This design comes from an exercise in tuning for small area on the open sky130 flow, not from production work.
Function was checked by simulation only, so behaviour that the tests miss may differ from the original.
No activity file was given, so power comes from the tool's default toggle rates.

**flow/run.sh**
```bash
#!/bin/bash
# synth_recipe.tcl (not shown) runs the flow's synth.tcl, then flattens the netlist and writes it again
# the make line also repeats each setting of config.mk as NAME=value (left out here)
make -C /OpenROAD-flow-scripts/flow DESIGN_CONFIG=/design/flow/config.mk WORK_HOME=/design/flow/orfs CLKGATE_MAP_FILE= SYNTH_SCRIPT=/design/flow/synth_recipe.tcl finish
```
**flow/config.mk**
```make
export PLATFORM = sky130hd
export DESIGN_NAME = aurora_lane
export DESIGN_NICKNAME = aurora_lane
export VERILOG_FILES = /design/flow/design.v
export SDC_FILE = /design/flow/constraint.sdc
export NUM_CORES = 4
export LEC_CHECK = 0
export CAP_MARGIN = 20
export CORE_MARGIN = 2
export CORE_UTILIZATION = 40
export CTS_BUF_LIST = sky130_fd_sc_hd__clkbuf_16
export CTS_CLUSTER_DIAMETER = 80
export CTS_CLUSTER_SIZE = 25
export SLEW_MARGIN = 20
```
**flow/constraint.sdc**
```tcl
create_clock -name core_clock -period 6.25 [get_ports {clk160}]
set_input_delay 1.2500 -clock core_clock [delete_from_list [all_inputs] [get_ports {clk160}]]
set_output_delay 1.2500 -clock core_clock [all_outputs]
set_load 0.01 [all_outputs]
```
**flow/design.v**
```verilog
`default_nettype none
package aurora_pkg;
    localparam int PAYLOAD_W  = 64;
    localparam int HDR_W      = 2;
    localparam int BLOCK_W    = PAYLOAD_W + HDR_W;
    localparam int WORD_W     = 32;
    localparam int BYTE_W     = 8;
    localparam int WORD_BEATS = WORD_W / BYTE_W;
    typedef enum logic [HDR_W-1:0] {
        SH_BAD0 = 2'b00,
        SH_DATA = 2'b01,
        SH_CTRL = 2'b10,
        SH_BAD3 = 2'b11
    } sync_hdr_e;
    typedef enum logic {
        BS_SEARCH = 1'b0,
        BS_LOCKED = 1'b1
    } bsync_state_e;
endpackage
`default_nettype wire
`timescale 1ns/1ps
`default_nettype none
import aurora_pkg::*;
module tx_lane
(
    input  logic                 clk160,
    input  logic                 rst,
    input  logic [aurora_pkg::PAYLOAD_W-1:0] data_i,
    input  aurora_pkg::sync_hdr_e            sync_i,
    output logic                 data_next_o,
    output logic [aurora_pkg::BYTE_W-1:0]    byte_o,
    output logic [1:0]                       beat_o    
);
    localparam int TAIL_W = 30;                  
    localparam int LINE_W = BLOCK_W + TAIL_W;    
    logic [1:0]         beat_q;
    logic [5:0]         rd2_q;       
    logic [5:0]         rd2_nxt;
    logic [1:0]         rd_byte_q;   
    logic               need_blk;
    logic               need_q;      
    logic               keep_q;      
    logic               need_nxt;
    logic [BLOCK_W-1:0] blk;
    logic [LINE_W-1:0]  line_q;
    logic [3:0]         x_hot;
    logic [3:0]         y_hot;
    logic [13:0]        win;
    logic [1:0]         half_n [8];
    assign need_blk    = need_q;
    assign data_next_o = need_blk;
    assign beat_o      = beat_q;
    assign rd2_nxt  = need_blk ? {2'b00, 4'(rd2_q - 6'd29)} : rd2_q + 6'd4;
    assign need_nxt = (beat_q == 2'd2) && (rd2_nxt > 6'd28);
    always_ff @(posedge clk160) begin
        if (rst) begin
            beat_q <= '0;
            rd2_q  <= 6'd48;
            need_q <= 1'b0;
            keep_q <= 1'b1;
        end else begin
            beat_q <= beat_q + 1'b1;
            rd2_q  <= rd2_nxt;
            need_q <= need_nxt;
            keep_q <= !need_nxt;
        end
    end
    assign blk = {data_i, sync_i};
    always_ff @(posedge clk160) begin
        if (need_blk) rd_byte_q <= rd2_nxt[3:2];
        for (int j = 0; j < LINE_W; j++) begin
            if (j >= LINE_W - BYTE_W)
                line_q[j] <= blk[j-TAIL_W];
            else if (j >= TAIL_W)
                line_q[j] <= (need_q & blk[j-TAIL_W]) | (keep_q & line_q[j+BYTE_W]);
            else
                line_q[j] <= (need_q & line_q[j+10]) | (keep_q & line_q[j+BYTE_W]);
        end
    end
    always_comb begin
        for (int i = 0; i < 4; i++) x_hot[i] = (rd_byte_q == 2'(i)) && !(rd2_q[5] && rd2_q[4]);
        for (int i = 0; i < 4; i++) y_hot[i] = (rd2_q[1:0] == 2'(i));
        for (int k = 0; k < 14; k++)
            win[k] = ~(~((x_hot[0] & line_q[k])    | (x_hot[1] & line_q[8+k])) &
                       ~((x_hot[2] & line_q[16+k]) | (x_hot[3] & line_q[24+k])));
        for (int b = 0; b < 8; b++) begin
            half_n[b][0] = ~((y_hot[0] & win[b])   | (y_hot[1] & win[b+2]));
            half_n[b][1] = ~((y_hot[2] & win[b+4]) | (y_hot[3] & win[b+6]));
            byte_o[b] = ~&half_n[b];
        end
    end
endmodule
`default_nettype wire
`timescale 1ns/1ps
`default_nettype none
import aurora_pkg::*;
module rx_gearbox
(
    input  logic               clk160,
    input  logic               rst,
    input  logic [1:0]         beat_i,      
    input  logic [aurora_pkg::BYTE_W-1:0]  byte_i,
    input  logic               slip_i,
    output logic [aurora_pkg::BLOCK_W-1:0] block_o,
    output logic               block_valid_o
);
    localparam int SR_W   = 105;
    localparam int FILL_W = 7;
    logic [SR_W-1:0]   sr_q;
    logic [FILL_W-1:0] fill_q;
    logic              word_done;
    logic              emit;
    logic [FILL_W-1:0] cat_fill;
    logic              slip_pend_q;
    logic              slip_req;
    logic              slip_go;
    logic [4:0]        pos;
    logic [2:0]        pos_hi;
    logic [2:0]        sel_a;
    logic [2:0]        sel_b;
    logic [1:0]        sel_c;
    logic [1:0]        sel_d;
    logic [2:0]        sel_a_q;
    logic [2:0]        sel_b_q;
    logic [1:0]        sel_c_q;
    logic [1:0]        sel_d_q;
    logic [100:0]      win;
    logic [76:0]       st1n;
    logic [68:0]       st2;
    logic [66:0]       st3n;
    assign word_done = (beat_i == 2'd3);
    assign emit      = (fill_q >= FILL_W'(BLOCK_W));
    always_comb begin
        if (word_done)  cat_fill = fill_q + FILL_W'(WORD_W);
        else if (emit)  cat_fill = fill_q - FILL_W'(BLOCK_W);
        else            cat_fill = fill_q;
        slip_req = slip_i || slip_pend_q;
        slip_go  = slip_req && (cat_fill != '0);
    end
    always_ff @(posedge clk160) begin
        if (rst) begin
            fill_q        <= '0;
            slip_pend_q   <= 1'b0;
            block_valid_o <= 1'b0;
        end else begin
            fill_q        <= slip_go ? cat_fill - 1'b1 : cat_fill;
            slip_pend_q   <= slip_req && !slip_go;
            block_valid_o <= emit;
        end
    end
    always_ff @(posedge clk160) begin
        sr_q <= {byte_i, sr_q[SR_W-1:BYTE_W]};
    end
    always_comb begin
        pos    = 5'(7'd97 - fill_q);
        pos_hi = pos[4:2];
        sel_a  = {pos_hi >= 3'd6, pos_hi >= 3'd3 && pos_hi < 3'd6, pos_hi < 3'd3};
        sel_b  = {pos_hi == 3'd2 || pos_hi == 3'd5,
                  pos_hi == 3'd1 || pos_hi == 3'd4 || pos_hi == 3'd7,
                  pos_hi == 3'd0 || pos_hi == 3'd3 || pos_hi == 3'd6};
        sel_c  = {pos[1], !pos[1]};
        sel_d  = {pos[0], !pos[0]};
    end
    always_ff @(posedge clk160) begin
        sel_a_q <= sel_a;
        sel_b_q <= sel_b;
        sel_c_q <= sel_c;
        sel_d_q <= sel_d;
    end
    assign win = sr_q[100:0];
    always_comb begin
        for (int k = 0; k < 77; k++)
            st1n[k] = ~((sel_a_q[0] & win[k]) | (sel_a_q[1] & win[k+12]) | (sel_a_q[2] & win[k+24]));
        for (int k = 0; k < 69; k++)
            st2[k] = ~((sel_b_q[0] & st1n[k]) | (sel_b_q[1] & st1n[k+4]) | (sel_b_q[2] & st1n[k+8]));
        for (int k = 0; k < 67; k++)
            st3n[k] = ~((sel_c_q[0] & st2[k]) | (sel_c_q[1] & st2[k+2]));
        for (int k = 0; k < 66; k++)
            block_o[k] = ~((sel_d_q[0] & st3n[k]) | (sel_d_q[1] & st3n[k+1]));
    end
endmodule
`default_nettype wire
`timescale 1ns/1ps
`default_nettype none
import aurora_pkg::*;
module block_sync
#(
    parameter int SH_CNT_MAX     = 64,
    parameter int SH_INVALID_MAX = 16
) (
    input  logic      clk160,
    input  logic      rst,
    input  aurora_pkg::sync_hdr_e hdr_i,
    input  logic      hdr_valid_i,
    output logic      slip_o,
    output logic      lock_o
);
    localparam int CNT_W = $clog2(SH_CNT_MAX);
    localparam int INV_W = $clog2(SH_INVALID_MAX);
    aurora_pkg::bsync_state_e     state_q;
    logic [CNT_W-1:0] sh_cnt_q;
    logic [INV_W-1:0] inv_cnt_q;
    logic             skip_q;
    logic             hdr_ok;
    logic             window_end;
    logic             step;
    logic             drop;
    assign hdr_ok      = (hdr_i == SH_DATA) || (hdr_i == SH_CTRL);
    assign window_end  = (sh_cnt_q == CNT_W'(SH_CNT_MAX - 1));
    assign step        = hdr_valid_i && !skip_q;
    assign drop        = !hdr_ok && (state_q == BS_SEARCH || inv_cnt_q == INV_W'(SH_INVALID_MAX - 1));
    always_ff @(posedge clk160) begin
        if (rst) begin
            state_q   <= BS_SEARCH;
            sh_cnt_q  <= '0;
            inv_cnt_q <= '0;
            skip_q    <= 1'b0;
            slip_o    <= 1'b0;
        end else begin
            slip_o <= step && drop;
            if (hdr_valid_i) skip_q <= step && drop;
            if (step) begin
                sh_cnt_q  <= drop ? '0 : sh_cnt_q + 1'b1;
                inv_cnt_q <= (state_q == BS_LOCKED && !window_end) ? inv_cnt_q + INV_W'(!hdr_ok) : '0;
                if (state_q == BS_SEARCH) begin
                    if (hdr_ok && window_end) state_q <= BS_LOCKED;
                end else begin
                    if (drop) state_q <= BS_SEARCH;
                end
            end
        end
    end
    assign lock_o = (state_q == BS_LOCKED);
endmodule
`default_nettype wire
`timescale 1ns/1ps
`default_nettype none
import aurora_pkg::*;
module aurora_lane
#(
    parameter int SH_CNT_MAX     = 64,
    parameter int SH_INVALID_MAX = 16
) (
    input  logic                 clk160,
    input  logic                 rst,
    input  logic [aurora_pkg::PAYLOAD_W-1:0] tx_data_i,
    input  aurora_pkg::sync_hdr_e            tx_sync_i,
    output logic                 tx_data_next_o,
    output logic [aurora_pkg::BYTE_W-1:0]    tx_byte_o,
    input  logic [aurora_pkg::BYTE_W-1:0]    rx_byte_i,
    output logic [aurora_pkg::PAYLOAD_W-1:0] rx_data_o,
    output aurora_pkg::sync_hdr_e            rx_sync_o,
    output logic                 rx_valid_o,
    output logic                 block_lock_o
);
    logic [BLOCK_W-1:0] rx_block;
    logic               rx_block_valid;
    logic               slip;
    logic [1:0]         beat;
    tx_lane u_tx_lane (
        .clk160      (clk160),
        .rst         (rst),
        .data_i      (tx_data_i),
        .sync_i      (tx_sync_i),
        .data_next_o (tx_data_next_o),
        .byte_o      (tx_byte_o),
        .beat_o      (beat)
    );
    rx_gearbox u_rx_gearbox (
        .clk160        (clk160),
        .rst           (rst),
        .beat_i        (beat),
        .byte_i        (rx_byte_i),
        .slip_i        (slip),
        .block_o       (rx_block),
        .block_valid_o (rx_block_valid)
    );
    assign rx_sync_o = aurora_pkg::sync_hdr_e'(rx_block[HDR_W-1:0]);
    assign rx_data_o = rx_block[BLOCK_W-1:HDR_W];
    block_sync #(
        .SH_CNT_MAX     (SH_CNT_MAX),
        .SH_INVALID_MAX (SH_INVALID_MAX)
    ) u_block_sync (
        .clk160      (clk160),
        .rst         (rst),
        .hdr_i       (rx_sync_o),
        .hdr_valid_i (rx_block_valid),
        .slip_o      (slip),
        .lock_o      (block_lock_o)
    );
    assign rx_valid_o = rx_block_valid && block_lock_o;
endmodule
`default_nettype wire
```
==> results.cfg <==
[status]
run_status = finished clean

[pwr]
swShare_pct = 25.2
vdd_drop_max_uv = 202
p_leak_nw = 5.13
switchingPower_uw = 835
intPower_mw = 2.47
pwr_density_cell_nw_per_um2 = 264
comb_power_share_pct = 14.1
clkPwrFrac_pct = 28.9
seq_power_share_pct = 57.0

[detailed_routing]
drcViolationCount = 0
first_iter_violations = 1251
wirelength_um = 27000
vias = 8855
wl_per_cell_um = 18.6
firstDrtPassIters = 11
ant_nets = 0
viasPerCell = 6.10

[global_routing]
met2_usage_pct = 29.6
grt_max_degree = 101
grt-ovfl-total = 0
grtUsageMet1_pct = 26.3
antenna_found_initial = 0
grt_pass1_vias = 8170
grt_use_met3_pct = 2.65
top_usage_layer = met2
grt_use_total_pct = 18.4
grt_pass1_wl_um = 43300

[finish]
mostFrequentLayoutCells = 231 x dfxtp_1, 165 x a22o_1, 152 x clkdlybuf4s50_1
drive_gt1_share_pct = 4.30
area_growth_syn_to_layout_pct = 19.4
fin_area_um2 = 12500
nNetsFinal = 1205
antenna_cells = 0
layout_commonest_cell = dfxtp_1

[timing]
worstMarginPinSlew_ns = 1.08
finalSetupTns_ns = 0
maxSlewViolCount = 0
skew_ns = 0.0155
finalSetupViolCount = 0
maxSlewHeadroom_pct = 28.2
period_needed_ns = 4.98
grt_setup_unrepaired = no
fin_crit_sh_pct = 79.7
finalHoldViolCount = 0
fmax_mhz = 201

[critical_path]
cpMaxStageDelayCell = dfxtp_2
cp_slowest_stage_delay_ns = 0.98
crit_fanout = 54
end_kind = output port
r2r_start = u_rx_gearbox.sel_a_q[1]
cp-start-kind = flip-flop
crit_start = u_rx_gearbox.sel_a_q[1]
path_common_cell = a21oi_1
path_class = reg2out
cp.arrival_ns = 3.73
critPathTopFamily = compound AO/OA/AOI/OAI gates
crit_required_ns = 5.00
path_buf_inv = 1
worstPathCellList = a222oi_1, a32o_1, a21oi_1, a22oi_1, a21oi_1, clkdlybuf4s50_1

[floorplanning]
initial_core_util_pct = 40.6
dieArea_um2 = 27600
chipWidth_um = 166
ios = 153
rows = 59
coreArea_um2 = 25900
die_h_um = 166

[synth]
synthDistinctLibCells = 54
syn_nets = 1137
post-synth-top-area-fraction_pct = 46.3
synth_area_per_cell_um2 = 10.1
synth_seq_cells = 245
synth_top_cell_by_area = dfxtp_1
yosys_warnings = 4
yosys_most_used_dff = dfxtp_1
async_flop_share_pct = 0
seq_area_frac_synth_pct = 46.9
synth_area_um2 = 10500
synth-edff-count = 2
postSynthCellCount = 1045
ys_top_cells_by_area = dfxtp_1 46%, a22o_1 14%, a22oi_1 10%, a222oi_1 6.5%, a21oi_1 3.8%

[clock_tree]
cts.sinks = 245
cts_tree = yes
cts_setup_buffers = 0
cts_buffers = 14
insertion_delay_ns = 0.48
cts_root_buf = clkbuf_16
ctsLongestPathBuffers = 3
cts-resized-gates = 0
htreeDepth = 1
clk_pin_slew_ns = 0.10
holdBufCountCts = 0

[job]
cap_violations = 0

[placed_design]
place.gp.congestion = 0.861
dpl-instance-area_um2 = 12100
portBuffers = 152
dp_hpwl_um = 18300

[hold_path]
hp-class = reg2reg
hold_start = u_rx_gearbox.sr_q[102]
==> per-stage QoR <==
| step | instances | power (mW) | util [%] | setup WS [ns] | hold slack, ns |
|---|---|---|---|---|---|
| 2_1_floorplan | 1045 | 2.18 | - | 2.93 | 0.310 |
| 3_3_place_gp | 1432 | 2.38 | 46.8 | 1.82 | 0.312 |
| 3_5_place_dp | 1432 | 2.39 | 46.8 | 1.81 | 0.315 |
| 4_1_cts | 1452 | 3.35 | 48.4 | 1.26 | 0.335 |
| 5_1_grt | 1452 | 3.47 | 48.4 | 1.03 | 0.339 |
| 6_report | 1452 | 3.31 | 48.4 | 1.27 | 0.334 |
==> per-layer routing <==
metal,share of wire [%],wire [um],vias up
li1,-,-,4342
met1,46,12400,4176
met2,46,12400,302
met3,5.9,1590,35
met4,2.3,609,0
met5,0,0,-
==> logic make-up after synthesis <==
| logic type | share of synthesized area, % |
|---|---|
| AO/OA/AOI/OAI | 38.9 |
| flip-flops | 46.9 |
| AND/OR/NAND/NOR | 5.62 |
| buffers and inverters | 4.48 |
| XOR/XNOR | 1.92 |
| adder cells (fa/ha/maj) | 1.90 |
| multiplexers | 0.310 |
==> synth_stat cells (4+ instances only) <==
library cell,instances
buf_1,13
xnor2_1,12
a22oi_1,146
a222oi_1,68
ha_1,16
nand2_1,45
nor2b_1,5
clkbuf_1,92
buf_2,4
a221oi_1,5
nor2_1,30
nand4_1,5
dfxtp_1,243
inv_1,13
xor2_1,11
a22o_1,165
nor3_1,9
a221o_1,17
nand3_1,9
o21ai_0,6
a21oi_1,79
==> state kept, by name, indices dropped and copies added (netlist names), 3 cells and up <==
| signal | flops |
|---|---|
| u_block_sync.sh_cnt_q | 6 |
| u_tx_lane.line_q | 96 |
| u_rx_gearbox.fill_q | 7 |
| u_rx_gearbox.sel_b_q | 3 |
| u_rx_gearbox.sel_a_q | 3 |
| u_rx_gearbox.sr_q | 105 |
| u_tx_lane.rd2_q | 6 |
| u_block_sync.inv_cnt_q | 4 |
==> layout make-up <==
| type | instances | area, um2 |
|---|---|---|
| clock inverter | 5 | 43.8 |
| fill | 2450 | 13400 |
| tap | 335 | 419 |
| sequential | 245 | 4950 |
| multi-input combinational | 677 | 5110 |
| timing repair buffer | 162 | 1600 |
| clock buffer | 15 | 375 |
| inverter | 13 | 48.8 |
==> final timing paths <==
kind	slack [ns]	cells after the start	endpoint
setup / recovery	1.27	6	rx_sync_o[1]
hold / removal	0.33	0	u_rx_gearbox.sr_q[94]
setup reg to reg	2.68	11	u_block_sync.inv_cnt_q[2]
hold reg to reg	0.33	0	u_rx_gearbox.sr_q[94]
==> worst register-to-register path, stage by stage, from the launching register on <==
cell	delay (ns)
dfxtp_2	0.98
a222oi_1	0.39
a32o_1	0.30
a21oi_1	0.36
a22oi_1	0.26
a21oi_1	0.35
xnor2_1	0.13
ha_1	0.23
ha_1	0.20
nand2_1	0.07
xor2_1	0.15
nor2_1	0.05
==> power by group through the flow <==
stage,sequential [mW],clock (mW),combinational (mW)
floorplan,1.87,0,0.315
global placement,1.92,0,0.462
detailed placement,1.92,0,0.467
CTS,1.89,0.992,0.468
global route,1.91,1.05,0.512
finish,1.89,0.956,0.465

-- static timing again, ports no longer ideal --
The flow's constraints put no driver on any port. The routed layout listed below was extracted and timed again, unchanged, in two steps. Step 1: set_driving_cell puts a clkbuf_16 on clk160 and a buf_2 on each other input, an assumption about the parent block. Step 2 adds t to the input delays and takes it off the output delays; t is the mean of the earliest and latest rising clock arrival at the registers after step 1. Input paths then give back, and output paths get back, about the clock's delay inside the block. Three values: ideal ports, drivers, drivers and shift; two values: the first two.
t (ns): 0.520
setup WS [ns]: 1.271 / 1.221 / 1.741
worst hold slack (ns): 0.334 / 0.334 / 0.334
worst setup path at the end: register to output
slew at the worst register clock pin (ns): 0.10 / 0.10
After both steps this run still meets setup and hold. The setup slack of this run moves by -0.050 ns with the drivers and by +0.470 ns with both steps.
